What follows belongs to an exercise in optimizing a design on an open flow for small area and a short achievable clock period; a production flow would make more cautious choices.
No functional check of the RTL was part of any run shown here.

$ cat flow/config.mk
export PLATFORM = sky130hd
export DESIGN_NAME = enigmaMachine
export DESIGN_NICKNAME = enigmaMachine
export VERILOG_FILES = /design/flow/design.v
export SDC_FILE = /design/flow/constraint.sdc
export NUM_CORES = 4
export LEC_CHECK = 0
export ABC_AREA = 1
export CAP_MARGIN = 20
export CORE_MARGIN = 2
export CORE_UTILIZATION = 20
export SLEW_MARGIN = 20
$ cat flow/constraint.sdc
create_clock -name core_clock -period 30.0 [get_ports {load}]
set_input_delay 6.0000 -clock core_clock [delete_from_list [all_inputs] [get_ports {load}]]
set_output_delay 6.0000 -clock core_clock [all_outputs]
set_load 0.01 [all_outputs]
$ cat flow/design.v
`default_nettype none
package enigmaPkg;
    typedef logic [8-1:0] asciiChar;
    typedef logic [26-1:0] letterOneHot;
    typedef logic [5-1:0] rotorPos;
endpackage
`default_nettype wire
`timescale 1ns/1ps
`default_nettype none
module enigmaMachine (
    input  logic                load,
    input  logic                reset,
    input  logic                keyValid,
    input  logic                setPositions,
    input  enigmaPkg::asciiChar keyChar,
    input  enigmaPkg::rotorPos  startPosition1,
    input  enigmaPkg::rotorPos  startPosition2,
    input  enigmaPkg::rotorPos  startPosition3,
    output logic                outValid,
    output enigmaPkg::asciiChar outChar
);
    function automatic logic [4:0] lutPlugIn(input logic [4:0] v);
        case (v)
            5'd1: lutPlugIn = 5'd20;
            5'd2: lutPlugIn = 5'd22;
            5'd3: lutPlugIn = 5'd24;
            5'd4: lutPlugIn = 5'd6;
            5'd5: lutPlugIn = 5'd0;
            5'd6: lutPlugIn = 5'd3;
            5'd7: lutPlugIn = 5'd5;
            5'd8: lutPlugIn = 5'd15;
            5'd9: lutPlugIn = 5'd21;
            5'd10: lutPlugIn = 5'd25;
            5'd11: lutPlugIn = 5'd1;
            5'd12: lutPlugIn = 5'd4;
            5'd13: lutPlugIn = 5'd2;
            5'd14: lutPlugIn = 5'd10;
            5'd15: lutPlugIn = 5'd12;
            5'd16: lutPlugIn = 5'd19;
            5'd17: lutPlugIn = 5'd7;
            5'd18: lutPlugIn = 5'd23;
            5'd19: lutPlugIn = 5'd18;
            5'd20: lutPlugIn = 5'd11;
            5'd21: lutPlugIn = 5'd17;
            5'd22: lutPlugIn = 5'd8;
            5'd23: lutPlugIn = 5'd13;
            5'd24: lutPlugIn = 5'd16;
            5'd25: lutPlugIn = 5'd14;
            5'd26: lutPlugIn = 5'd9;
            default: lutPlugIn = 5'd0;
        endcase
    endfunction
    function automatic logic [4:0] lutR1Inv(input logic [4:0] v);
        case (v)
            5'd0: lutR1Inv = 5'd4;
            5'd1: lutR1Inv = 5'd25;
            5'd2: lutR1Inv = 5'd5;
            5'd3: lutR1Inv = 5'd13;
            5'd4: lutR1Inv = 5'd18;
            5'd5: lutR1Inv = 5'd21;
            5'd6: lutR1Inv = 5'd20;
            5'd7: lutR1Inv = 5'd0;
            5'd8: lutR1Inv = 5'd17;
            5'd9: lutR1Inv = 5'd10;
            5'd10: lutR1Inv = 5'd19;
            5'd11: lutR1Inv = 5'd16;
            5'd12: lutR1Inv = 5'd1;
            5'd13: lutR1Inv = 5'd15;
            5'd14: lutR1Inv = 5'd14;
            5'd15: lutR1Inv = 5'd12;
            5'd16: lutR1Inv = 5'd23;
            5'd17: lutR1Inv = 5'd3;
            5'd18: lutR1Inv = 5'd9;
            5'd19: lutR1Inv = 5'd22;
            5'd20: lutR1Inv = 5'd7;
            5'd21: lutR1Inv = 5'd2;
            5'd22: lutR1Inv = 5'd6;
            5'd23: lutR1Inv = 5'd8;
            5'd24: lutR1Inv = 5'd24;
            5'd25: lutR1Inv = 5'd11;
            5'd26: lutR1Inv = 5'd4;
            5'd27: lutR1Inv = 5'd25;
            5'd28: lutR1Inv = 5'd5;
            5'd29: lutR1Inv = 5'd13;
            5'd30: lutR1Inv = 5'd18;
            5'd31: lutR1Inv = 5'd21;
            default: lutR1Inv = 5'd0;
        endcase
    endfunction
    function automatic logic [4:0] lutR2Inv(input logic [4:0] v);
        case (v)
            5'd0: lutR2Inv = 5'd9;
            5'd1: lutR2Inv = 5'd10;
            5'd2: lutR2Inv = 5'd8;
            5'd3: lutR2Inv = 5'd20;
            5'd4: lutR2Inv = 5'd1;
            5'd5: lutR2Inv = 5'd7;
            5'd6: lutR2Inv = 5'd3;
            5'd7: lutR2Inv = 5'd2;
            5'd8: lutR2Inv = 5'd6;
            5'd9: lutR2Inv = 5'd13;
            5'd10: lutR2Inv = 5'd21;
            5'd11: lutR2Inv = 5'd24;
            5'd12: lutR2Inv = 5'd4;
            5'd13: lutR2Inv = 5'd19;
            5'd14: lutR2Inv = 5'd14;
            5'd15: lutR2Inv = 5'd18;
            5'd16: lutR2Inv = 5'd23;
            5'd17: lutR2Inv = 5'd5;
            5'd18: lutR2Inv = 5'd17;
            5'd19: lutR2Inv = 5'd0;
            5'd20: lutR2Inv = 5'd11;
            5'd21: lutR2Inv = 5'd22;
            5'd22: lutR2Inv = 5'd15;
            5'd23: lutR2Inv = 5'd25;
            5'd24: lutR2Inv = 5'd16;
            5'd25: lutR2Inv = 5'd12;
            5'd26: lutR2Inv = 5'd9;
            5'd27: lutR2Inv = 5'd10;
            5'd28: lutR2Inv = 5'd8;
            5'd29: lutR2Inv = 5'd20;
            5'd30: lutR2Inv = 5'd1;
            5'd31: lutR2Inv = 5'd7;
            default: lutR2Inv = 5'd0;
        endcase
    endfunction
    function automatic logic [4:0] lutR3Inv(input logic [4:0] v);
        case (v)
            5'd0: lutR3Inv = 5'd1;
            5'd1: lutR3Inv = 5'd3;
            5'd2: lutR3Inv = 5'd5;
            5'd3: lutR3Inv = 5'd7;
            5'd4: lutR3Inv = 5'd9;
            5'd5: lutR3Inv = 5'd11;
            5'd6: lutR3Inv = 5'd2;
            5'd7: lutR3Inv = 5'd15;
            5'd8: lutR3Inv = 5'd17;
            5'd9: lutR3Inv = 5'd19;
            5'd10: lutR3Inv = 5'd23;
            5'd11: lutR3Inv = 5'd21;
            5'd12: lutR3Inv = 5'd25;
            5'd13: lutR3Inv = 5'd13;
            5'd14: lutR3Inv = 5'd24;
            5'd15: lutR3Inv = 5'd4;
            5'd16: lutR3Inv = 5'd8;
            5'd17: lutR3Inv = 5'd22;
            5'd18: lutR3Inv = 5'd6;
            5'd19: lutR3Inv = 5'd0;
            5'd20: lutR3Inv = 5'd10;
            5'd21: lutR3Inv = 5'd12;
            5'd22: lutR3Inv = 5'd20;
            5'd23: lutR3Inv = 5'd18;
            5'd24: lutR3Inv = 5'd16;
            5'd25: lutR3Inv = 5'd14;
            5'd26: lutR3Inv = 5'd1;
            5'd27: lutR3Inv = 5'd3;
            5'd28: lutR3Inv = 5'd5;
            5'd29: lutR3Inv = 5'd7;
            5'd30: lutR3Inv = 5'd9;
            5'd31: lutR3Inv = 5'd11;
            default: lutR3Inv = 5'd0;
        endcase
    endfunction
    function automatic logic [4:0] lutRefl(input logic [4:0] v);
        case (v)
            5'd0: lutRefl = 5'd24;
            5'd1: lutRefl = 5'd17;
            5'd2: lutRefl = 5'd20;
            5'd3: lutRefl = 5'd7;
            5'd4: lutRefl = 5'd16;
            5'd5: lutRefl = 5'd18;
            5'd6: lutRefl = 5'd11;
            5'd7: lutRefl = 5'd3;
            5'd8: lutRefl = 5'd15;
            5'd9: lutRefl = 5'd23;
            5'd10: lutRefl = 5'd13;
            5'd11: lutRefl = 5'd6;
            5'd12: lutRefl = 5'd14;
            5'd13: lutRefl = 5'd10;
            5'd14: lutRefl = 5'd12;
            5'd15: lutRefl = 5'd8;
            5'd16: lutRefl = 5'd4;
            5'd17: lutRefl = 5'd1;
            5'd18: lutRefl = 5'd5;
            5'd19: lutRefl = 5'd25;
            5'd20: lutRefl = 5'd2;
            5'd21: lutRefl = 5'd22;
            5'd22: lutRefl = 5'd21;
            5'd23: lutRefl = 5'd9;
            5'd24: lutRefl = 5'd0;
            5'd25: lutRefl = 5'd19;
            5'd26: lutRefl = 5'd24;
            5'd27: lutRefl = 5'd17;
            5'd28: lutRefl = 5'd20;
            5'd29: lutRefl = 5'd7;
            5'd30: lutRefl = 5'd16;
            5'd31: lutRefl = 5'd18;
            default: lutRefl = 5'd0;
        endcase
    endfunction
    function automatic logic [4:0] lutR3(input logic [4:0] v);
        case (v)
            5'd0: lutR3 = 5'd19;
            5'd1: lutR3 = 5'd0;
            5'd2: lutR3 = 5'd6;
            5'd3: lutR3 = 5'd1;
            5'd4: lutR3 = 5'd15;
            5'd5: lutR3 = 5'd2;
            5'd6: lutR3 = 5'd18;
            5'd7: lutR3 = 5'd3;
            5'd8: lutR3 = 5'd16;
            5'd9: lutR3 = 5'd4;
            5'd10: lutR3 = 5'd20;
            5'd11: lutR3 = 5'd5;
            5'd12: lutR3 = 5'd21;
            5'd13: lutR3 = 5'd13;
            5'd14: lutR3 = 5'd25;
            5'd15: lutR3 = 5'd7;
            5'd16: lutR3 = 5'd24;
            5'd17: lutR3 = 5'd8;
            5'd18: lutR3 = 5'd23;
            5'd19: lutR3 = 5'd9;
            5'd20: lutR3 = 5'd22;
            5'd21: lutR3 = 5'd11;
            5'd22: lutR3 = 5'd17;
            5'd23: lutR3 = 5'd10;
            5'd24: lutR3 = 5'd14;
            5'd25: lutR3 = 5'd12;
            5'd26: lutR3 = 5'd19;
            5'd27: lutR3 = 5'd0;
            5'd28: lutR3 = 5'd6;
            5'd29: lutR3 = 5'd1;
            5'd30: lutR3 = 5'd15;
            5'd31: lutR3 = 5'd2;
            default: lutR3 = 5'd0;
        endcase
    endfunction
    function automatic logic [4:0] lutR2(input logic [4:0] v);
        case (v)
            5'd0: lutR2 = 5'd19;
            5'd1: lutR2 = 5'd4;
            5'd2: lutR2 = 5'd7;
            5'd3: lutR2 = 5'd6;
            5'd4: lutR2 = 5'd12;
            5'd5: lutR2 = 5'd17;
            5'd6: lutR2 = 5'd8;
            5'd7: lutR2 = 5'd5;
            5'd8: lutR2 = 5'd2;
            5'd9: lutR2 = 5'd0;
            5'd10: lutR2 = 5'd1;
            5'd11: lutR2 = 5'd20;
            5'd12: lutR2 = 5'd25;
            5'd13: lutR2 = 5'd9;
            5'd14: lutR2 = 5'd14;
            5'd15: lutR2 = 5'd22;
            5'd16: lutR2 = 5'd24;
            5'd17: lutR2 = 5'd18;
            5'd18: lutR2 = 5'd15;
            5'd19: lutR2 = 5'd13;
            5'd20: lutR2 = 5'd3;
            5'd21: lutR2 = 5'd10;
            5'd22: lutR2 = 5'd21;
            5'd23: lutR2 = 5'd16;
            5'd24: lutR2 = 5'd11;
            5'd25: lutR2 = 5'd23;
            5'd26: lutR2 = 5'd19;
            5'd27: lutR2 = 5'd4;
            5'd28: lutR2 = 5'd7;
            5'd29: lutR2 = 5'd6;
            5'd30: lutR2 = 5'd12;
            5'd31: lutR2 = 5'd17;
            default: lutR2 = 5'd0;
        endcase
    endfunction
    function automatic logic [4:0] lutR1(input logic [4:0] v);
        case (v)
            5'd0: lutR1 = 5'd7;
            5'd1: lutR1 = 5'd12;
            5'd2: lutR1 = 5'd21;
            5'd3: lutR1 = 5'd17;
            5'd4: lutR1 = 5'd0;
            5'd5: lutR1 = 5'd2;
            5'd6: lutR1 = 5'd22;
            5'd7: lutR1 = 5'd20;
            5'd8: lutR1 = 5'd23;
            5'd9: lutR1 = 5'd18;
            5'd10: lutR1 = 5'd9;
            5'd11: lutR1 = 5'd25;
            5'd12: lutR1 = 5'd15;
            5'd13: lutR1 = 5'd3;
            5'd14: lutR1 = 5'd14;
            5'd15: lutR1 = 5'd13;
            5'd16: lutR1 = 5'd11;
            5'd17: lutR1 = 5'd8;
            5'd18: lutR1 = 5'd4;
            5'd19: lutR1 = 5'd10;
            5'd20: lutR1 = 5'd6;
            5'd21: lutR1 = 5'd5;
            5'd22: lutR1 = 5'd19;
            5'd23: lutR1 = 5'd16;
            5'd24: lutR1 = 5'd24;
            5'd25: lutR1 = 5'd1;
            5'd26: lutR1 = 5'd7;
            5'd27: lutR1 = 5'd12;
            5'd28: lutR1 = 5'd21;
            5'd29: lutR1 = 5'd17;
            5'd30: lutR1 = 5'd0;
            5'd31: lutR1 = 5'd2;
            default: lutR1 = 5'd0;
        endcase
    endfunction
    function automatic logic [4:0] lutPlugOut(input logic [4:0] v);
        case (v)
            5'd0: lutPlugOut = 5'd5;
            5'd1: lutPlugOut = 5'd11;
            5'd2: lutPlugOut = 5'd13;
            5'd3: lutPlugOut = 5'd6;
            5'd4: lutPlugOut = 5'd12;
            5'd5: lutPlugOut = 5'd7;
            5'd6: lutPlugOut = 5'd4;
            5'd7: lutPlugOut = 5'd17;
            5'd8: lutPlugOut = 5'd22;
            5'd9: lutPlugOut = 5'd26;
            5'd10: lutPlugOut = 5'd14;
            5'd11: lutPlugOut = 5'd20;
            5'd12: lutPlugOut = 5'd15;
            5'd13: lutPlugOut = 5'd23;
            5'd14: lutPlugOut = 5'd25;
            5'd15: lutPlugOut = 5'd8;
            5'd16: lutPlugOut = 5'd24;
            5'd17: lutPlugOut = 5'd21;
            5'd18: lutPlugOut = 5'd19;
            5'd19: lutPlugOut = 5'd16;
            5'd20: lutPlugOut = 5'd1;
            5'd21: lutPlugOut = 5'd9;
            5'd22: lutPlugOut = 5'd2;
            5'd23: lutPlugOut = 5'd18;
            5'd24: lutPlugOut = 5'd3;
            5'd25: lutPlugOut = 5'd10;
            5'd26: lutPlugOut = 5'd5;
            5'd27: lutPlugOut = 5'd11;
            5'd28: lutPlugOut = 5'd13;
            5'd29: lutPlugOut = 5'd6;
            5'd30: lutPlugOut = 5'd12;
            5'd31: lutPlugOut = 5'd7;
            default: lutPlugOut = 5'd0;
        endcase
    endfunction
    function automatic logic [5:0] addBits(input logic [4:0] a, input logic [4:0] b, input logic cin);
        logic c;
        c = cin;
        for (int i = 0; i < 5; i++) begin
            addBits[i] = a[i] ^ b[i] ^ c;
            c = (a[i] & b[i]) | (c & (a[i] ^ b[i]));
        end
        addBits[5] = c;
    endfunction
    function automatic logic [4:0] addOff(input logic [4:0] a, input logic [4:0] b);
        logic [5:0] s;
        logic [5:0] t;
        s = addBits(a, b, 1'b0);
        t = addBits(s[4:0], {2'b00, s[5], s[5], 1'b0}, 1'b0);
        addOff = t[4:0];
    endfunction
    function automatic logic [4:0] subOff(input logic [4:0] a, input logic [4:0] b);
        logic [5:0] s;
        logic [5:0] t;
        s = addBits(a, ~b, 1'b1);
        t = addBits(s[4:0], {~s[5], ~s[5], 1'b0, ~s[5], 1'b0}, 1'b0);
        subOff = t[4:0];
    endfunction
    function automatic logic [4:0] sub26(input logic [4:0] a, input logic [4:0] b);
        logic [5:0] s;
        logic [5:0] t;
        s = addBits(a, ~b, 1'b1);
        t = addBits(s[4:0], 5'd26, 1'b0);
        sub26 = s[5] ? s[4:0] : t[4:0];
    endfunction
    function automatic logic [4:0] neg26(input logic [4:0] b);
        logic [5:0] s;
        s = addBits(5'd26, ~b, 1'b1);
        neg26 = s[4:0];
    endfunction
    function automatic logic [4:0] wrap26(input logic [4:0] p);
        wrap26 = (p >= 5'd26) ? 5'(p - 5'd26) : p;
    endfunction
    function automatic logic [4:0] inc26(input logic [4:0] p);
        inc26 = (p == 5'd25) ? 5'd0 : p + 5'd1;
    endfunction
    localparam logic [4:0] LAST = 5'd25;
    logic [4:0] p1, p2, p3;
    logic [4:0] d12, d23;
    logic       isLetter;
    logic       keyAccepted;
    logic       step1, carry1, carry2;
    assign isLetter    = (keyChar[7:5] == 3'b010) && (keyChar[4:0] != 5'd0) && (keyChar[4:0] <= 5'd26);
    assign keyAccepted = keyValid && !setPositions;
    assign step1       = keyAccepted && isLetter;
    assign carry1      = step1 && (p1 == LAST);
    assign carry2      = carry1 && (p2 == LAST);
    assign d12 = sub26(p1, p2);
    assign d23 = sub26(p2, p3);
    logic [4:0] s0, s1, s2, s3, s4, s5, s6, s7;
    logic [4:0] cipherIdx;
    logic [7:0] held;
    logic       heldLetter;
    logic [4:0] heldOff5;
    logic [4:0] heldOff6;
    logic [4:0] heldOff7;
    assign s0 = subOff(lutPlugIn(keyChar[4:0]), p1);
    assign s1 = addOff(lutR1Inv(s0), d12);
    assign s2 = addOff(lutR2Inv(s1), d23);
    assign s3 = addOff(lutR3Inv(s2), p3);
    assign s4 = subOff(lutRefl(s3), p3);
    always_ff @(posedge load) begin
        if (reset) begin
            outValid   <= 1'b0;
            held       <= '0;
            heldLetter <= 1'b0;
        end else begin
            outValid <= keyAccepted;
            if (keyAccepted) begin
                held       <= {keyChar[7:5], isLetter ? lutR3(s4) : keyChar[4:0]};
                heldLetter <= isLetter;
            end
        end
    end
    always_ff @(posedge load) begin
        if (step1) begin
            heldOff5 <= d23;
            heldOff6 <= d12;
            heldOff7 <= p1;
        end
    end
    assign s5 = subOff(held[4:0], heldOff5);
    assign s6 = subOff(lutR2(s5), heldOff6);
    assign s7 = addOff(lutR1(s6), heldOff7);
    assign cipherIdx = lutPlugOut(s7);
    assign outChar = {held[7:5], heldLetter ? cipherIdx : held[4:0]};
    always_ff @(posedge load) begin
        if (reset) begin
            p1 <= '0;
            p2 <= '0;
            p3 <= '0;
        end else if (setPositions) begin
            p1 <= wrap26(startPosition1);
            p2 <= wrap26(startPosition2);
            p3 <= wrap26(startPosition3);
        end else begin
            if (step1)  p1 <= inc26(p1);
            if (carry1) p2 <= inc26(p2);
            if (carry2) p3 <= inc26(p3);
        end
    end
endmodule
`default_nettype wire
$ cat flow/flow/run.sh
#!/bin/bash
# Standard layout with these changes:
#  * synthesis: no ADDER_MAP_FILE, so Yosys extracts no half/full adder cells and ABC can
#    restructure the modulo-26 adders;
#  * synthesis: ABC maps with flow/abc_area_resyn.script (the ORFS area script preceded by
#    two rounds of AIG rewriting);
#  * placement: every port still gets its buffer, but as buf_2 (BUFFER_PORTS_ARGS) rather
#    than the slow delay-cell buffer the default choice ends up with.
# The synthesis script is synth_recipe.tcl with ORFS's synth.tcl inlined and only
# its abc call changed, so registers are mapped and named exactly as in the
# standard synthesis.  Each tool's log stays under orfs/logs; make's output is
# in make.log.
set -euo pipefail
here=$(pwd)
abc_script=$here/flow/abc_area_resyn.script
{
  head -n 1 synth_recipe.tcl
  sed "s|log_cmd abc {\*}\$abc_args|log_cmd abc -script $abc_script {*}[lrange \$abc_args 2 end]|" \
      "$FLOW_HOME/scripts/synth.tcl"
  tail -n +3 synth_recipe.tcl
} > synth_custom.tcl
grep -q "abc -script $abc_script" synth_custom.tcl
bash standard.sh BUFFER_PORTS_ARGS="-buffer_cell sky130_fd_sc_hd__buf_2" ADDER_MAP_FILE= SYNTH_SCRIPT="$here/synth_custom.tcl" finish > make.log 2>&1
$ cat flow/flow/abc_area_resyn.script
strash
balance; rewrite; refactor; balance; rewrite; rewrite -z; balance; refactor -z; rewrite -z; balance
balance; rewrite; refactor; balance; rewrite; rewrite -z; balance; refactor -z; rewrite -z; balance
dch
map -B 0.9
topo
stime -c
buffer -c
upsize -c
dnsize -c
$ cat flow/standard.sh
#!/bin/bash
# synth_recipe.tcl (not shown) runs the flow's synth.tcl, then flattens the netlist and writes it again
# the make line also repeats each setting of config.mk as NAME=value (left out here)
make -C /OpenROAD-flow-scripts/flow DESIGN_CONFIG=/design/flow/config.mk WORK_HOME=/design/flow/orfs CLKGATE_MAP_FILE= SYNTH_SCRIPT=/design/flow/synth_recipe.tcl "${@:-finish}"
==> reports/metrics.yaml, run 1 <==
global_route:
  grt_pass1_wl_um: 30550
  antenna_found_initial: 0
  grt_pass1_vias: 6752
  grt.overflow.total: 0
  grt_max_degree: 19
  gr-usage-all-layers: 0.1052
worst_setup_path:
  required_ns: 24.00
  crit_type: "reg2out"
  crit_fanout: 11
  cpMostUsedCell: "nand2_1"
  end_kind: "output pin"
  cp_slowest_cell: "xor2_1"
  slowest_delay_ns: 0.56
  arrival_ns: 8.83
  start_kind: "flop"
synth:
  yosys.cell_types.count: 60
  synthTopCellsByCount: "334 x nand2_1, 138 x nand3_1, 124 x inv_1, 77 x nor2_1, 72 x o21ai_0"
  synth.top_cell.area_share: 0.1927
  syn_inst: 1126
  muxShareOfSynthArea: 0
  ys_seq_elements: 40
  synthXorXnorAreaFrac: 0.07559
  ys.flop_type: "dfxtp_1"
  synth_edf_count: 15
  ys_seq_area_frac: 0.1462
  yosysTopAreaCell: "nand2_1"
  synth_fa_ha_area_frac: 0.001539
  synth_warnings: 1
  synth.most_common_cell: "nand2_1"
  avgSynthCellArea_sq_um: 5.777
  synth_area_leaders: "nand2_1 19%, nand3_1 11%, dfxtp_1 7.7%"
  async_flop_share: 0
  synth-compound-area-share: 0.1746
  synth_top_family_by_area: "simple AND/OR/NAND/NOR gates"
  syn-num-nets: 1153
  synth-simple-area-share: 0.4964
  syn-cell-area_sq_mm: 0.006505
finish:
  seqCellArea_sq_um: 950.9
  fillers: 3639
  final_util: 0.2259
  multi_input_area_sq_mm: 0.004867
  fin_nets: 1178
  num_antenna_cells: 0
  drive_above_1_share: 0.1597
  fin_area_sq_mm: 0.007295
  syn_to_final_growth_pct: 12.14
  fin_cells: 1594
floorplanning:
  start_util: 0.2015
  die_y_um: 184.3
  io-pin-count: 36
  num_rows: 66
  die_x_um: 184.3
  dieArea_sq_mm: 0.03398
  core_area_sq_mm: 0.03229
sta:
  finalClockSkew_ns: 0.007623
  fin_crit_ns: 14.83
  setup_viol: 0
  tns_ns: 0
  worstMarginPinSlew_ns: 0.6908
  relSlewSlack: 0.5362
  rsz0062_at_grt: "false"
  hold_ws_ns: 0.5188
  drv_slew: 0
  fmax_ghz: 0.06741
  hold_viol: 0
  period_share: 0.4945
detailed_routing:
  firstDrtPassIters: 5
  ant_nets: 0
  drc: 0
  wl_um: 17740
  vias: 7182
  viasPerCell: 4.506
  first_iter_violations: 529
  wl_per_cell_um: 11.13
cts:
  cts_tree: "yes"
  numCtsBuffers: 5
  cts_resized: 0
  clockRootBuffer: "clkbuf_16"
  postCtsSetupRepairBufs: 0
  clk_latency_ns: 0.28
  clk_pin_slew_ns: 0.05
  postCtsHoldBufs: 0
  cts_buffer_depth: 2
  htree_num_levels: 2
  cts.sinks: 40
outcome:
  status: "timing/DRC/antenna clean"
placement:
  placed_cells_incl_taps: 1586
  placedInstanceArea_sq_mm: 0.007138
  place_hpwl_um: 14580
  port_buffers: 35
  place.gp.congestion: 0.9046
flow_run:
  drv_cap: 0
hold_path:
  hold_class: "reg2reg"
registers in the layout, indices dropped and copies added, names as in the netlist:
signal and cells:
heldOff5 5, outValid 1, held 8, heldOff6 5
p1 5, heldLetter 1, p3 5, heldOff7 5
p2 5
logic make-up after synthesis:
| family | Yosys count |
|---|---|
| XOR/XNOR | 51 |
| AND/OR/NAND/NOR | 674 |
| adder cells (fa/ha/maj) | 1 |
| AO/OA/AOI/OAI | 187 |
| flip-flops | 40 |
| buffers and inverters | 173 |
final cells by class:
| cell class | count | area share |
|---|---|---|
| multi-input cells | 913 | 0.6672 |
| inverters | 155 | 0.08010 |
| flip-flops and latches | 40 | 0.1304 |
| clock buffers | 8 | 0.02144 |
| repair buffers | 36 | 0.02504 |
| well taps | 442 | 0.07581 |
worst max-delay path: cells and delay by family, from the launching register on:
family / cells / cell delay (ns)
simple gates: 21 / 3.00
buf+inv: 6 / 0.64
flops: 1 / 0.40
compound gates: 15 / 2.76
xor+xnor: 4 / 1.73
worst paths after layout:
kind,start,end,slack (ns),depth (start not counted)
worst max-delay path,held[1],outChar[2],15.17,46
worst min-delay path,held[5],held[5],0.52,2
worst max register to register,p1[2],held[2],21.99,65
worst min register to register,held[5],held[5],0.52,2
layer usage:
metal / track usage / vias to the layer above / part of all wire / wire [um]
met5: 0 / - / 0 / 0
met2: 0.1860 / 145 / 0.48 / 8505
met3: 0.005533 / 20 / 0.025 / 445
met4: 0.02528 / 0 / 0.015 / 266
li1: - / 3750 / - / -
met1: 0.1399 / 3267 / 0.48 / 8518
placed cells by master (no fill, tap or decap), types with 3 or more instances in the layout:
master     Yosys  final
xor2_2         4      4
or2_1          4      4
o2111ai_1      3      3
dfxtp_1       25     25
inv_1        124    124
o21ai_1        7      7
nand2_2       44     44
nand4_1       15     15
edfxtp_1      15     15
a31oi_1        9      9
a221oi_1       4      4
xor2_1        26     26
o211ai_1      12     12
nor2_1        77     77
nand2_4       22     22
xnor2_1       19     19
nand3_2       12     12
o21ai_0       72     72
inv_2         27     27
nand3_1      138    138
clkbuf_16      0      5
buf_2          4     35
a21oi_2        4      4
clkinv_1       3      3
nand2_1      334    334
o21ai_2        3      3
a21oi_1       46     46
or2_2         10     10
o31ai_1        4      4
nand3b_1       6      6
through the flow:
step | setup slack, ns
finish | 15.17
global placement | 15.65
floorplan | 16.95
detailed placement | 15.51
global route | 14.14
CTS | 15.19
==> inputs of run 2 (changes only) <==
--- a/flow/design.v
+++ b/flow/design.v
@@ -384,6 +384,9 @@
     function automatic logic [4:0] wrap26(input logic [4:0] p);
         wrap26 = (p >= 5'd26) ? 5'(p - 5'd26) : p;
     endfunction
+    function automatic logic [4:0] dec26(input logic [4:0] p);
+        dec26 = (p == 5'd0) ? 5'd25 : 5'(p - 5'd1);
+    endfunction
     function automatic logic [4:0] inc26(input logic [4:0] p);
         inc26 = (p == 5'd25) ? 5'd0 : p + 5'd1;
     endfunction
@@ -404,14 +407,19 @@
     logic [4:0] cipherIdx;
     logic [7:0] held;
     logic       heldLetter;
-    logic [4:0] heldOff5;
-    logic [4:0] heldOff6;
-    logic [4:0] heldOff7;
+    logic [4:0] heldOff4;
+    logic       p1Zero, p2Zero;
+    logic [4:0] p1Old, d12Old, d23Old, p3Old;
+    assign p1Zero = (p1 == 5'd0);
+    assign p2Zero = (p2 == 5'd0);
+    assign p1Old  = dec26(p1);
+    assign d12Old = p1Zero ? d12 : dec26(d12);
+    assign d23Old = (p1Zero && !p2Zero) ? dec26(d23) : d23;
+    assign p3Old  = (p1Zero && p2Zero) ? dec26(p3) : p3;
     assign s0 = subOff(lutPlugIn(keyChar[4:0]), p1);
     assign s1 = addOff(lutR1Inv(s0), d12);
     assign s2 = addOff(lutR2Inv(s1), d23);
     assign s3 = addOff(lutR3Inv(s2), p3);
-    assign s4 = subOff(lutRefl(s3), p3);
     always_ff @(posedge load) begin
         if (reset) begin
             outValid   <= 1'b0;
@@ -420,23 +428,25 @@
         end else begin
             outValid <= keyAccepted;
             if (keyAccepted) begin
-                held       <= {keyChar[7:5], isLetter ? lutR3(s4) : keyChar[4:0]};
+                held       <= isLetter ? {3'b000, lutRefl(s3)} : keyChar;
                 heldLetter <= isLetter;
+            end else if (setPositions && heldLetter) begin
+                held       <= outChar;
+                heldLetter <= 1'b0;
             end
         end
     end
     always_ff @(posedge load) begin
         if (step1) begin
-            heldOff5 <= d23;
-            heldOff6 <= d12;
-            heldOff7 <= p1;
+            heldOff4 <= p3;
         end
     end
-    assign s5 = subOff(held[4:0], heldOff5);
-    assign s6 = subOff(lutR2(s5), heldOff6);
-    assign s7 = addOff(lutR1(s6), heldOff7);
+    assign s4 = subOff(held[4:0], heldOff4);
+    assign s5 = subOff(lutR3(s4), d23Old);
+    assign s6 = subOff(lutR2(s5), d12Old);
+    assign s7 = addOff(lutR1(s6), p1Old);
     assign cipherIdx = lutPlugOut(s7);
-    assign outChar = {held[7:5], heldLetter ? cipherIdx : held[4:0]};
+    assign outChar = heldLetter ? {3'b010, cipherIdx} : held;
     always_ff @(posedge load) begin
         if (reset) begin
             p1 <= '0;
==> run 2 against run 1 <==
  * Final cell count is 7.8% higher
  * First-iteration DRC count is 6.8% lower
  * Highest routed layer is now met5
  * Global-route usage is 0.41 points higher
  * Fmax is 9.2% higher
  * Clock-buffer cell count is 1 lower
  * Die area is 1.8% higher
  * Synthesized cell count is 11% higher
  * Critical endpoint is now outChar[0]
  * Non-clock buffer count stayed put
  * Register-to-register slack better by 0.64 ns
  * Clock skew is 0.0023 ns higher
==> reports/metrics.yaml, run 2 <==
sta:
  setup_viol: 0  # unchanged
  tns_ns: 0  # unchanged
  drv_slew: 0  # unchanged
  worst_slack_ns: 16.42  # +1.252 ns
  relSlewSlack: 0.5800  # +0.04388
  fmax_ghz: 0.07363  # +9.2%
  rsz0062_at_grt: "false"
  finalClockSkew_ns: 0.009933  # +0.002310 ns
  worstMarginPinSlew_ns: 0.6255  # -0.06534 ns
  period_share: 0.4527  # -0.04172
  hold_viol: 0  # unchanged
  fin_crit_ns: 13.58  # -1.252 ns
cts:
  cts_resized: 0  # unchanged
  clockRootBuffer: "clkbuf_16"
  numCtsBuffers: 5  # unchanged
  cts_tree: "yes"
  postCtsHoldBufs: 0  # unchanged
  clk_latency_ns: 0.28  # about the same
  cts.sinks: 30  # -25%
  postCtsSetupRepairBufs: 0  # unchanged
  cts_buffer_depth: 2  # unchanged
  clk_pin_slew_ns: 0.06  # about the same
  htree_num_levels: 2  # unchanged
global_route:
  gr-usage-all-layers: 0.1093  # +0.004087
  grt_pass1_vias: 7123  # +5.5%
  grt.overflow.total: 0  # unchanged
  antenna_found_initial: 2  # +2
  grt_max_degree: 16  # -3
  grt_pass1_wl_um: 32110  # +5.1%
synth:
  async_flop_share: 0  # unchanged
  synth.most_common_cell: "nand2_1"
  syn_inst: 1245  # +11%
  ys_seq_elements: 30  # -25%
  synthTopCellsByCount: "446 x nand2_1, 157 x nand3_1, 136 x inv_1, 76 x nor2_1, 53 x nand2_2"
  yosys.cell_types.count: 57  # -5.0%
  syn-num-nets: 1272  # +10%
  yosysTopAreaCell: "nand2_1"
  synth_warnings: 1  # unchanged
  synth_edf_count: 5  # -10
  syn-cell-area_sq_mm: 0.006624  # +1.8%
  avgSynthCellArea_sq_um: 5.320  # -7.9%
  ys_seq_area_frac: 0.09822  # -0.04796
  synth.top_cell.area_share: 0.2527  # +0.06001
  ys.flop_type: "dfxtp_1"
  synth_area_leaders: "nand2_1 25%, nand3_1 12%, inv_1 7.7%"
detailed_routing:
  vias: 7794  # +8.5%
  wl_um: 18780  # +5.9%
  viasPerCell: 4.534  # +0.63%
  firstDrtPassIters: 7  # +2
  drc: 0  # unchanged
  wl_per_cell_um: 10.93  # -1.8%
  ant_nets: 0  # unchanged
  first_iter_violations: 493  # -6.8%
worst_setup_path:
  cp_slowest_cell: "dfxtp_1"
  crit_fanout: 11  # unchanged
  start_kind: "flop"
  cp_num_buf_inv: 6  # unchanged
  slowest_delay_ns: 0.55  # about the same
  crit_type: "reg2out"
  cpMostUsedCell: "nand2_1"
  arrival_ns: 7.58  # -1.25 ns
  required_ns: 24.00  # about the same
  crit_family: "simple AND/OR/NAND/NOR gates"
  end_kind: "output pin"
placement:
  port_buffers: 35  # unchanged
  place.gp.congestion: 0.9159  # +1.2%
  pre_cts_slack_ns: 16.83  # +1.323 ns
  place_hpwl_um: 15680  # +7.5%
floorplanning:
  io-pin-count: 36  # unchanged
  num_rows: 66  # unchanged
  start_util: 0.2036  # +0.002119
  die_y_um: 186.0  # +0.89%
  die_x_um: 186.0  # +0.89%
  dieArea_sq_mm: 0.03459  # +1.8%
  core_area_sq_mm: 0.03254  # +0.77%
finish:
  seqCellArea_sq_um: 650.6  # -32%
  final_cell_mix: "446 x nand2_1, 157 x nand3_1, 136 x inv_1"
  regMostFlops: "held"
  largest_reg_flops: 8  # unchanged
  drive_above_1_share: 0.1629  # +0.003160
  num_antenna_cells: 0  # unchanged
  fillers: 3706  # +1.8%
  fin_nets: 1303  # +11%
  syn_to_final_growth_pct: 12.71
  layout_commonest_cell: "nand2_1"
  multi_input_area_sq_mm: 0.005261  # +8.1%
hold_path:
  hold_class: "reg2reg"
outcome:
  status: "timing/DRC/antenna clean"
flow_run:
  drv_cap: 0  # unchanged
-- run 2: changes by cell type after synthesis, moves of 11 or more --
| cell | previous run | this run |
|---|---|---|
| inv_1 | 124 | 136 |
| o21ai_1 | 7 | 18 |
| nand3_1 | 138 | 157 |
| o21ai_0 | 72 | 44 |
| nand2_1 | 334 | 446 |
| xor2_1 | 26 | 13 |
-- run 2: tightest hold or removal path, stage by stage (launching register included) --
cell	delay, ns
dfxtp_1	0.30
nand2_1	0.06
a21oi_1	0.06
-- run 2: logic make-up (layout without fill, tap and decap cells) --
family / after synthesis / after routing / synth area share
AND/OR/NAND/NOR: 826 / 826 / 0.5884
buffers and inverters: 187 / 219 / 0.1075
AO/OA/AOI/OAI: 169 / 169 / 0.1555
XOR/XNOR: 33 / 33 / 0.05043
flip-flops: 30 / 30 / 0.09822
-- run 2: final timing paths --
path	slack (ns)	cells past startpoint	startpoint	end
worst max-delay path	16.42	62	p3[0]	outChar[0]
worst min-delay path	0.47	2	held[7]	held[7]
worst max register to register	22.63	63	p3[0]	held[0]
worst min register to register	0.47	2	held[7]	held[7]
-- run 2: stage by stage --
step	area [sq um]	std cells	hold WS (ns)	utilization
2_1_floorplan	6624	1245	0.4451	-
3_3_place_gp	7305	1711	0.4569	0.2245
3_5_place_dp	7305	1711	0.4570	0.2245
4_1_cts	7466	1719	0.4656	0.2295
5_1_grt	7466	1719	0.4840	0.2295
6_report	7466	1719	0.4655	0.2295
-- run 2: cell type report --
type,instances,share of cell area
clock buffer,7,0.02061
clock inverter,1,0.001006
timing repair buffer,36,0.02447
multi-input combinational,1028,0.7047
inverter,175,0.08798
tap,442,0.07407
sequential,30,0.08715
-- run 2: layer usage --
| layer | up-vias | part of all wire | wire length [um] | track usage |
|---|---|---|---|---|
| li1 | 4111 | - | - | - |
| met1 | 3448 | 0.47 | 8852 | 0.1475 |
| met2 | 212 | 0.47 | 8800 | 0.1927 |
| met3 | 19 | 0.050 | 943 | 0.009783 |
| met4 | 4 | 0.0084 | 158 | 0.01449 |
| met5 | - | 0.0015 | 28 | 0 |
==> inputs of run 3 (changes only) <==
--- a/flow/design.v
+++ b/flow/design.v
@@ -198,42 +198,9 @@
             default: lutRefl = 5'd0;
         endcase
     endfunction
+    localparam logic [159:0] lutR3Tab = {5'd2, 5'd15, 5'd1, 5'd6, 5'd0, 5'd19, 5'd12, 5'd14, 5'd10, 5'd17, 5'd11, 5'd22, 5'd9, 5'd23, 5'd8, 5'd24, 5'd7, 5'd25, 5'd13, 5'd21, 5'd5, 5'd20, 5'd4, 5'd16, 5'd3, 5'd18, 5'd2, 5'd15, 5'd1, 5'd6, 5'd0, 5'd19};
     function automatic logic [4:0] lutR3(input logic [4:0] v);
-        case (v)
-            5'd0: lutR3 = 5'd19;
-            5'd1: lutR3 = 5'd0;
-            5'd2: lutR3 = 5'd6;
-            5'd3: lutR3 = 5'd1;
-            5'd4: lutR3 = 5'd15;
-            5'd5: lutR3 = 5'd2;
-            5'd6: lutR3 = 5'd18;
-            5'd7: lutR3 = 5'd3;
-            5'd8: lutR3 = 5'd16;
-            5'd9: lutR3 = 5'd4;
-            5'd10: lutR3 = 5'd20;
-            5'd11: lutR3 = 5'd5;
-            5'd12: lutR3 = 5'd21;
-            5'd13: lutR3 = 5'd13;
-            5'd14: lutR3 = 5'd25;
-            5'd15: lutR3 = 5'd7;
-            5'd16: lutR3 = 5'd24;
-            5'd17: lutR3 = 5'd8;
-            5'd18: lutR3 = 5'd23;
-            5'd19: lutR3 = 5'd9;
-            5'd20: lutR3 = 5'd22;
-            5'd21: lutR3 = 5'd11;
-            5'd22: lutR3 = 5'd17;
-            5'd23: lutR3 = 5'd10;
-            5'd24: lutR3 = 5'd14;
-            5'd25: lutR3 = 5'd12;
-            5'd26: lutR3 = 5'd19;
-            5'd27: lutR3 = 5'd0;
-            5'd28: lutR3 = 5'd6;
-            5'd29: lutR3 = 5'd1;
-            5'd30: lutR3 = 5'd15;
-            5'd31: lutR3 = 5'd2;
-            default: lutR3 = 5'd0;
-        endcase
+        lutR3 = lutR3Tab[5 * v +: 5];
     endfunction
     function automatic logic [4:0] lutR2(input logic [4:0] v);
         case (v)
@@ -384,9 +351,6 @@
     function automatic logic [4:0] wrap26(input logic [4:0] p);
         wrap26 = (p >= 5'd26) ? 5'(p - 5'd26) : p;
     endfunction
-    function automatic logic [4:0] dec26(input logic [4:0] p);
-        dec26 = (p == 5'd0) ? 5'd25 : 5'(p - 5'd1);
-    endfunction
     function automatic logic [4:0] inc26(input logic [4:0] p);
         inc26 = (p == 5'd25) ? 5'd0 : p + 5'd1;
     endfunction
@@ -407,19 +371,14 @@
     logic [4:0] cipherIdx;
     logic [7:0] held;
     logic       heldLetter;
-    logic [4:0] heldOff4;
-    logic       p1Zero, p2Zero;
-    logic [4:0] p1Old, d12Old, d23Old, p3Old;
-    assign p1Zero = (p1 == 5'd0);
-    assign p2Zero = (p2 == 5'd0);
-    assign p1Old  = dec26(p1);
-    assign d12Old = p1Zero ? d12 : dec26(d12);
-    assign d23Old = (p1Zero && !p2Zero) ? dec26(d23) : d23;
-    assign p3Old  = (p1Zero && p2Zero) ? dec26(p3) : p3;
+    logic [4:0] heldOff5;
+    logic [4:0] heldOff6;
+    logic [4:0] heldOff7;
     assign s0 = subOff(lutPlugIn(keyChar[4:0]), p1);
     assign s1 = addOff(lutR1Inv(s0), d12);
     assign s2 = addOff(lutR2Inv(s1), d23);
     assign s3 = addOff(lutR3Inv(s2), p3);
+    assign s4 = subOff(lutRefl(s3), p3);
     always_ff @(posedge load) begin
         if (reset) begin
             outValid   <= 1'b0;
@@ -428,23 +387,21 @@
         end else begin
             outValid <= keyAccepted;
             if (keyAccepted) begin
-                held       <= isLetter ? {3'b000, lutRefl(s3)} : keyChar;
+                held       <= isLetter ? {3'b000, s4} : keyChar;
                 heldLetter <= isLetter;
-            end else if (setPositions && heldLetter) begin
-                held       <= outChar;
-                heldLetter <= 1'b0;
             end
         end
     end
     always_ff @(posedge load) begin
         if (step1) begin
-            heldOff4 <= p3;
+            heldOff5 <= d23;
+            heldOff6 <= d12;
+            heldOff7 <= p1;
         end
     end
-    assign s4 = subOff(held[4:0], heldOff4);
-    assign s5 = subOff(lutR3(s4), d23Old);
-    assign s6 = subOff(lutR2(s5), d12Old);
-    assign s7 = addOff(lutR1(s6), p1Old);
+    assign s5 = subOff(lutR3(held[4:0]), heldOff5);
+    assign s6 = subOff(lutR2(s5), heldOff6);
+    assign s7 = addOff(lutR1(s6), heldOff7);
     assign cipherIdx = lutPlugOut(s7);
     assign outChar = heldLetter ? {3'b010, cipherIdx} : held;
     always_ff @(posedge load) begin
==> run 3 against run 2 <==
  * Still clean on timing, DRC and antenna
  * Flip-flop and latch count up 10
  * Die area down 5.2%
  * Final area down 5.9%
  * Final cell count down 11%
  * Non-clock buffer count unchanged
  * Clock skew up 0.00060 ns
  * Sequential share of layout area up 4.8 points
  * Core utilization down 0.091 points
  * Global-route usage down 0.21 points
  * First-iteration DRC count up 36%
  * Via count down 7.1%
  * Highest routed layer is now met4
==> reports/metrics.yaml, run 3 <==
finish:
  regMostFlops: "held"
  drive_above_1_share: 0.1441  # -0.01877
  largest_reg_flops: 8  # unchanged
  layout_commonest_cell: "nand2_1"
  syn_to_final_growth_pct: 12.05
  final_cell_mix: "340 x nand2_1, 132 x inv_1, 124 x nand3_1"
  fin_nets: 1164  # -11%
detailed_routing:
  viasPerCell: 4.718  # +4.1%
  first_iter_violations: 670  # +36%
  ant_nets: 0  # unchanged
  firstDrtPassIters: 5  # -2
  wl_per_cell_um: 11.54  # +5.6%
  drc: 0  # unchanged
  wl_um: 17720  # -5.7%
  vias: 7242  # -7.1%
sta:
  tns_ns: 0  # unchanged
  worst_slack_ns: 15.96  # -0.4577 ns
  setup_viol: 0  # unchanged
  relSlewSlack: 0.5911  # +0.01107
  hold_viol: 0  # unchanged
  fin_crit_ns: 14.04  # +0.4577 ns
  period_share: 0.4680  # +0.01526
  rsz0062_at_grt: "false"
  finalClockSkew_ns: 0.01054  # +0.0006044 ns
  fmax_ghz: 0.07123  # -3.3%
  drv_slew: 0  # unchanged
  worstMarginPinSlew_ns: 0.6057  # -0.01980 ns
synth:
  synth.most_common_cell: "nand2_1"
  ys.flop_type: "dfxtp_1"
  synth_edf_count: 15  # +10
  ys_seq_area_frac: 0.1516  # +0.05338
  ys_seq_elements: 40  # +33%
  syn_inst: 1112  # -11%
  synth_warnings: 1  # unchanged
  avgSynthCellArea_sq_um: 5.641  # +6.0%
  synthTopCellsByCount: "340 x nand2_1, 132 x inv_1, 124 x nand3_1, 79 x nor2_1, 59 x o21ai_0"
  syn-num-nets: 1139  # -10%
  synth_area_leaders: "nand2_1 20%, nand3_1 9.9%, dfxtp_1 8.0%"
  synth.top_cell.area_share: 0.2035  # -0.04927
  yosysTopAreaCell: "nand2_1"
  yosys.cell_types.count: 58  # +1.8%
  async_flop_share: 0  # unchanged
  syn-cell-area_sq_mm: 0.006272  # -5.3%
cts:
  clk_latency_ns: 0.30  # +0.02 ns
  cts_tree: "yes"
  cts.sinks: 40  # +33%
  htree_num_levels: 2  # unchanged
  postCtsHoldBufs: 0  # unchanged
  clk_pin_slew_ns: 0.07  # about the same
  numCtsBuffers: 5  # unchanged
  cts_buffer_depth: 2  # unchanged
  clockRootBuffer: "clkbuf_16"
  postCtsSetupRepairBufs: 0  # unchanged
  cts_resized: 0  # unchanged
global_route:
  grtUsageMet2: 0.1764  # -0.01632
  grt_pass1_vias: 6354  # -11%
  grt_max_degree: 19  # +3
  antenna_found_initial: 1  # -1
  grt.overflow.total: 0  # unchanged
  grtUsageMet1: 0.1447  # -0.002822
  grt_util_met3: 0.01451  # +0.004730
  gr-max-usage-layer: "met2"
  gr-usage-all-layers: 0.1073  # -0.002072
  grt_pass1_wl_um: 29680  # -7.6%
placement:
  port_buffers: 35  # unchanged
  pre_cts_slack_ns: 16.34  # -0.4849 ns
  place_hpwl_um: 14440  # -7.9%
  place.gp.congestion: 0.8998  # -1.8%
worst_setup_path:
  cpMostUsedCell: "nand2_1"
  end_kind: "output pin"
  crit_fanout: 7  # -4
  cp_slowest_cell: "dfxtp_1"
  slowest_delay_ns: 0.46  # -0.09 ns
  crit_type: "reg2out"
  timing.rr.start: "p1[1]"
  required_ns: 24.00  # about the same
  start_kind: "flop"
  arrival_ns: 8.04  # +0.46 ns
  critPathLaunch: "held[0]"
floorplanning:
  die_x_um: 181.1  # -2.6%
  io-pin-count: 36  # unchanged
  num_rows: 64  # -3.0%
  start_util: 0.2040  # +0.0003954
  die_y_um: 181.1  # -2.6%
  dieArea_sq_mm: 0.03279  # -5.2%
  core_area_sq_mm: 0.03075  # -5.5%
flow_run:
  drv_cap: 0  # unchanged
hold_path:
  min_from: "held[7]"
  hold_class: "reg2reg"
outcome:
  status: "timing/DRC/antenna clean"
run 3: final cells by class:
class                      count  area, sq um
multi-input combinational    896         4636
inverter                     158        593.1
tap                          396        495.5
antenna                        1        2.502
fill                        3569        23720
clock inverter                 2        17.52
sequential                    40        950.9
clock buffer                   6        150.1
timing repair buffer          36        182.7
run 3: cells by family after synthesis:
group	synth area share
buffers and inverters	0.1093
AND/OR/NAND/NOR	0.4738
flip-flops	0.1516
AO/OA/AOI/OAI	0.1875
adder cells (fa/ha/maj)	0.003391
XOR/XNOR	0.07441
run 3: metrics by stage:
stage | utilization | instance area (sq um) | hold WS, ns | instances
after floorplan | - | 6272 | 0.4064 | 1112
after global placement | 0.2230 | 6858 | 0.4495 | 1526
after detailed placement | 0.2230 | 6858 | 0.4609 | 1526
after CTS | 0.2285 | 7025 | 0.4717 | 1534
after global routing | 0.2286 | 7028 | 0.4866 | 1535
final | 0.2286 | 7028 | 0.4689 | 1535
run 3: path summary, 6_finish.rpt:
check / end / slack (ns) / cells after the start
worst max-delay path: outChar[3] / 15.96 / 56
worst min register to register: held[7] / 0.47 / 2
worst max register to register: held[4] / 22.43 / 69
worst min-delay path: held[7] / 0.47 / 2
run 3: routing by layer:
layer	vias up	share of wire
met1	3281	0.47
li1	3705	-
met3	27	0.061
met5	-	0
met4	0	0.021
met2	229	0.45
run 3: critical path: cells and delay by family (launching register included):
family | cells | cell delay, ns
and+or+nand+nor | 31 | 3.80
buffers and inverters | 9 | 0.87
AOI/OAI and AO/OA | 12 | 1.46
xor gates and xnor gates | 2 | 0.43
DFF | 1 | 0.46
adders and majority gates | 2 | 0.70

[afterwards: timing with drivers on the ports]
The flow's constraints put no driver on any port. The routed layouts listed below were extracted and timed again, unchanged, in two steps.
Step 1 (the two cells are an assumption about what drives the block):
set clk [get_ports {load}]
set_driving_cell -lib_cell sky130_fd_sc_hd__clkbuf_16 $clk
set_driving_cell -lib_cell sky130_fd_sc_hd__buf_2 [delete_from_list [all_inputs] $clk]
Step 2 adds t to the input delays and takes it off the output delays; t is the mean of the earliest and latest rising clock arrival at the registers after step 1. Input paths then give back, and output paths get back, about the clock's delay inside the block.
Three values: ideal, step 1, step 2; two values: the first two.
run | t, ns | slack for setup (ns) | hold WS [ns]
run 1 | 0.311 | 15.166 / 15.130 / 15.441 | 0.519 / 0.519 / 0.519
run 2 | 0.306 | 16.418 / 16.388 / 16.694 | 0.465 / 0.465 / 0.465
run 3 | 0.337 | 15.960 / 15.916 / 16.253 | 0.469 / 0.469 / 0.469
After both steps every run listed still meets setup and hold.
